From an optimization exercise on the open Yosys and OpenROAD flow, aimed at small area and a short achievable clock period; shortcuts taken in it are not production practice.
RTL that was checked went through simulation tests only; none was proved equivalent to the original.
Power and IR drop assume default switching activity.

## bmd_ep_mem
module bmd_ep_mem
(
   input  wire              clk,
   input  wire              rst_i,
   input  wire [6:0]        a_i,
   input  wire              wr_en_i,
   input  wire [31:0]       wr_d_i,
   output logic [31:0]      rd_d_o,
   output logic             init_rst_o,
   output logic [80:0]      mwr_desc_o,
   output logic [80:0]      mrd_desc_o,
   output logic [31:0]      mwr_data_o,
   output logic             mwr_zerolen_en_o,
   output logic [3:0]       trn_wait_count_o,
   output logic [31:0]      cpld_data_o,
   output logic             rd_metering_o,
   output logic [7:0]       mwr_wrr_cnt_o,
   output logic [7:0]       mrd_wrr_cnt_o,
   output logic             mrd_done_o,
   input  wire              mwr_done_i,
   input  wire [81:0]       cpl_status_i,
   input  wire [8:0]        link_cfg_i,
   input  wire              tags_all_back_i
);
Size: roughly 1,800 cells after synthesis, ~420 I/O pins, ~21,000 um2 of cells after synthesis.
Settings: LEC_CHECK=0, CAP_MARGIN=20, CORE_MARGIN=2, CORE_UTILIZATION=40, SETUP_SLACK_MARGIN=3.4, SLEW_MARGIN=20, SYNTH_HIERARCHICAL=1; clock period 5.8 ns.
standard.sh (not shown) runs the stock make flow with config.mk's settings and CLKGATE_MAP_FILE= SYNTH_SCRIPT=/design/flow/synth_recipe.tcl, a recipe that flattens the netlist after the stock synthesis.
==> flow/flow/run.sh <==
#!/bin/bash
# Standard layout, with the smallest plain buffer on every port instead of the
# default delay buffer (the resizer still upsizes any that timing needs), and a
# clock tree of smaller buffers without dummy balancing loads.
set -uo pipefail
export BUFFER_PORTS_ARGS="-buffer_cell sky130_fd_sc_hd__buf_1"
export CTS_ARGS="-sink_clustering_enable -repair_clock_nets -dont_use_dummy_load -sink_clustering_size 16 -sink_clustering_max_diameter 50 -buf_list {sky130_fd_sc_hd__clkbuf_4 sky130_fd_sc_hd__clkbuf_8}"
bash standard.sh > standard.log 2>&1
The baseline completed without violations.
Edit:
--- a/flow/config.mk
+++ b/flow/config.mk
@@ -9,4 +9,4 @@
 export CORE_MARGIN = 2
-export CORE_UTILIZATION = 40
-export SETUP_SLACK_MARGIN = 3.4
+export CORE_UTILIZATION = 65
+export SETUP_SLACK_MARGIN = 3.3
 export SLEW_MARGIN = 20
- sequential share of layout area goes up by 2.8 points
- worst setup slack loses 0.033 ns
- via count stays flat
- clock skew goes down by 0.0051 ns
Edit:
--- a/flow/config.mk
+++ b/flow/config.mk
@@ -9,3 +9,3 @@
 export CORE_MARGIN = 2
-export CORE_UTILIZATION = 65
+export CORE_UTILIZATION = 55
 export SETUP_SLACK_MARGIN = 3.3
What happened: Maximum frequency rose by 3.2%; synthesized cell count does not change; final cell count climbs by 3.5%; count of clock-buffer cells in the layout is higher by 1; setup slack improves by 0.079 ns; power stays flat.
Edit:
--- a/flow/config.mk
+++ b/flow/config.mk
@@ -9,3 +9,3 @@
 export CORE_MARGIN = 2
-export CORE_UTILIZATION = 55
+export CORE_UTILIZATION = 40
 export SETUP_SLACK_MARGIN = 3.3
The changed run produced a clean layout. Cell area grows by 0.43%. Setup slack is worse by 0.035 ns. Routed wire length grows by 7.0%. Register-to-register slack is worse by 0.04 ns. Die area grows by 37%. Hold slack is worse by 0.032 ns.

========
== trial 12 ==
Another version of the RTL of bmd_ep_mem (not shown whole).
Size in the first run: about 22000 um^2 of cells after synthesis.
==> flow/design.v (excerpt) <==
module bmd_ep_mem
(
   input  wire              clk,
   input  wire              rst_i,
   input  wire [6:0]        a_i,
   input  wire              wr_en_i,
   input  wire [31:0]       wr_d_i,
   output logic [31:0]      rd_d_o,
   output logic             init_rst_o,
   output logic [80:0]      mwr_desc_o,
   output logic [80:0]      mrd_desc_o,
   output logic [31:0]      mwr_data_o,
   output logic             mwr_zerolen_en_o,
   output logic [3:0]       trn_wait_count_o,
   output logic [31:0]      cpld_data_o,
   output logic             rd_metering_o,
   output logic [7:0]       mwr_wrr_cnt_o,
   output logic [7:0]       mrd_wrr_cnt_o,
   output logic             mrd_done_o,
   input  wire              mwr_done_i,
   input  wire [81:0]       cpl_status_i,
   input  wire [8:0]        link_cfg_i,
   input  wire              tags_all_back_i
);
   localparam int CPL_SIZE_W = 21;
   localparam int PERF_W     = 32;
   bmd_pkg::csr_idx_e    a_idx;
   bmd_pkg::dma_desc_t   mwr_desc;
   bmd_pkg::dma_desc_t   mrd_desc;
   bmd_pkg::cpl_status_t cpl_status;
   bmd_pkg::link_cfg_t   link_cfg;
   assign a_idx      = bmd_pkg::csr_idx_e'(a_i);
   assign cpl_status = cpl_status_i;
   assign link_cfg   = link_cfg_i;
   assign mwr_desc_o = mwr_desc;
   assign mrd_desc_o = mrd_desc;
   logic [31:0] mwr_perf;
   logic [31:0] mrd_perf;
   logic        mwr_perf_ld;
   logic        mrd_perf_ld;
   csr_regfile u_csr_regfile (
      .clk              (clk),
      .rst_i            (rst_i),
      .a_i              (a_idx),
  ...
==> flow/config.mk <==
export PLATFORM = sky130hd
export DESIGN_NAME = bmd_ep_mem
export DESIGN_NICKNAME = bmd_ep_mem
export VERILOG_FILES = /design/flow/design.v
export SDC_FILE = /design/flow/constraint.sdc
export NUM_CORES = 4
export LEC_CHECK = 0
export CAP_MARGIN = 20
export CORE_MARGIN = 2
export CORE_UTILIZATION = 55
export SETUP_SLACK_MARGIN = 3.3
export SLEW_MARGIN = 20
export SYNTH_HIERARCHICAL = 1
==> flow/constraint.sdc <==
create_clock -name core_clock -period 5.8 [get_ports {clk}]
set_input_delay 1.1600 -clock core_clock [delete_from_list [all_inputs] [get_ports {clk}]]
set_output_delay 1.1600 -clock core_clock [all_outputs]
set_load 0.01 [all_outputs]
Scripts as last shown in full above: flow/flow/run.sh
> inputs changed (trial 12 -> trial 19)
Settings: SETUP_SLACK_MARGIN now 3.45, was 3.3.
Results
- Trial 19 vs. trial 12: global-route usage went down by 0.33 points; final RePlAce weighted congestion now smaller; period utilization has decreased.
- End point of the critical path = u_csr_regfile.mrd_desc_o[0]: trial 19; end point of the critical path = u_csr_regfile.mwr_data_o[3]: trial 12
- Compared with trial 12, trial 19 shows a lower length in cells of the worst reg-to-reg path.
- Final cell count without fillers delta for trial 19 relative to trial 12: about 1.9% higher
- Comparing number of antenna cells inserted for trial 19 and trial 12, the bigger number came from trial 12.
- Sort trial 19 and trial 12 by register-to-register slack asc -> top: trial 12
- Compared with trial 12, trial 19 shows a higher portion of total power attributed to combinational logic.
- Summary of trial 19 over trial 12: wire length on met3 decreased 46 um; non-clock buffer count now sits higher; length of routed met2 wiring climbed about 0.56%.
No run of this note included a check of the RTL's function; only the layout flow was run.

========
bmd_ep_mem, a different RTL version from the one above (not shown whole).
For scale: ~1,900 cells after synthesis, about 22,000 um^2 of cells after synthesis.
clock: 5.8 ns
lec_check: 0
cap_margin: 20
core_margin: 2
core_utilization: 55
setup_slack_margin: 3.38
slew_margin: 20
synth_hierarchical: 1
Scripts as last shown in full above: flow/flow/run.sh
Edit:
- SETUP_SLACK_MARGIN: 3.38 -> 3.3
Outcome: The changed run finished clean; power climbs by 0.35%; wire length drops by about 4%; synthesized cell count is unchanged; design area drops by 3.1%; via count drops by about 1.2%.
Function was not checked in any run of this note: the RTL went through the layout flow alone.

========
Setup of lane 1:
Another version of the RTL of bmd_ep_mem (not shown whole).
For scale: ~1900 cells after synthesis, roughly 22000 um2 of cells after synthesis.
Design bmd_ep_mem, start of the top module:
module bmd_ep_mem
(
   input  wire              clk,
   input  wire              rst_i,
   input  wire [6:0]        a_i,
   input  wire              wr_en_i,
   input  wire [31:0]       wr_d_i,
   output logic [31:0]      rd_d_o,
   output logic             init_rst_o,
   output logic [80:0]      mwr_desc_o,
   output logic [80:0]      mrd_desc_o,
   output logic [31:0]      mwr_data_o,
   output logic             mwr_zerolen_en_o,
   output logic [3:0]       trn_wait_count_o,
   output logic [31:0]      cpld_data_o,
   output logic             rd_metering_o,
   output logic [7:0]       mwr_wrr_cnt_o,
   output logic [7:0]       mrd_wrr_cnt_o,
   output logic             mrd_done_o,
   input  wire              mwr_done_i,
   input  wire [81:0]       cpl_status_i,
   input  wire [8:0]        link_cfg_i,
   input  wire              tags_all_back_i
);
export LEC_CHECK = 0
export CAP_MARGIN = 20
export CORE_MARGIN = 2
export CORE_UTILIZATION = 55
export SETUP_SLACK_MARGIN = 3.3
export SLEW_MARGIN = 20
export SYNTH_HIERARCHICAL = 1
create_clock -name core_clock -period 5.8 [get_ports {clk}]
Scripts as last shown in full above: flow/flow/run.sh
In summary, lane 1 completed successfully, with a layout that passed the timing, DRC and antenna checks.
For lane 2, these inputs were changed with respect to lane 1:
- changing SETUP_SLACK_MARGIN from 3.3 to 3.38
Lane 2 against lane 1; power is down slightly.
Taking lane 1 as the reference, in lane 2 cell area went up about 1.3%, first-iteration DRC count shrank by 20, number of buffers added by the clock tree synthesis step has decreased.
Setup changes, lane 2 to lane 3
- PLACE_DENSITY: unset -> 0.72
--- outcome ---
Looking at setup slack, lane 3 sits 0.026 ns lower than lane 2 does. In terms of sequential share of cell area, lane 3 and lane 2 differ only marginally. For placed standard-cell area, lane 3 and lane 2 come out practically identical. In terms of clock network contribution to total cell area, lane 3 and lane 2 differ only marginally. Diff lane 2 -> lane 3: overall routed net length saw a decrease, share of the cycle needed by the critical path after routing went up 0.44 points, length of routed met2 wiring moved down.

## static timing again, ports no longer ideal
The flow's constraints put no driver on any port. The routed layouts listed below were extracted and timed again, unchanged, in two steps. Step 1 sets driving cells, clkbuf_16 on the clock port and buf_2 on the other inputs (assumed; they add their load-dependent delay and slew). Step 2 times the ports against the registers' clock, not the clock port: input delays grow and output delays shrink by t, the midpoint of the rising clock arrivals with the driver on. a / b / c = no drivers / after step 1 / after step 2; a / b = the first two.
run | t (ns) | setup slack, ns | worst setup path at the end
the first run of note 1 | 0.700 | 3.247 / 3.261 / 2.562 | input to register
the second run of note 1 | 0.633 | 3.214 / 3.238 / 2.605 | input to register
the third run of note 1 | 0.693 | 3.294 / 3.236 / 2.637 | input to register
the fourth run of note 1 | 0.672 | 3.259 / 3.266 / 2.607 | input to register
trial 12 | 0.682 | 3.279 / 3.245 / 2.627 | input to register
trial 19 | 0.683 | 3.357 / 3.318 / 2.707 | input to register
the first run of note 3 | 0.698 | 3.366 / 3.317 / 2.700 | input to register
the second run of note 3 | 0.685 | 3.273 / 3.256 / 2.618 | input to register
lane 1 | 0.691 | 3.321 / 3.270 / 2.654 | input to register
lane 2 | 0.682 | 3.353 / 3.320 / 2.689 | input to register
lane 3 | 0.673 | 3.327 / 3.297 / 2.688 | input to register
After both steps every run listed still meets setup and hold. The setup slack of the first run of note 1, which loses most, moves by +0.014 ns with the drivers and by -0.685 ns with both steps.
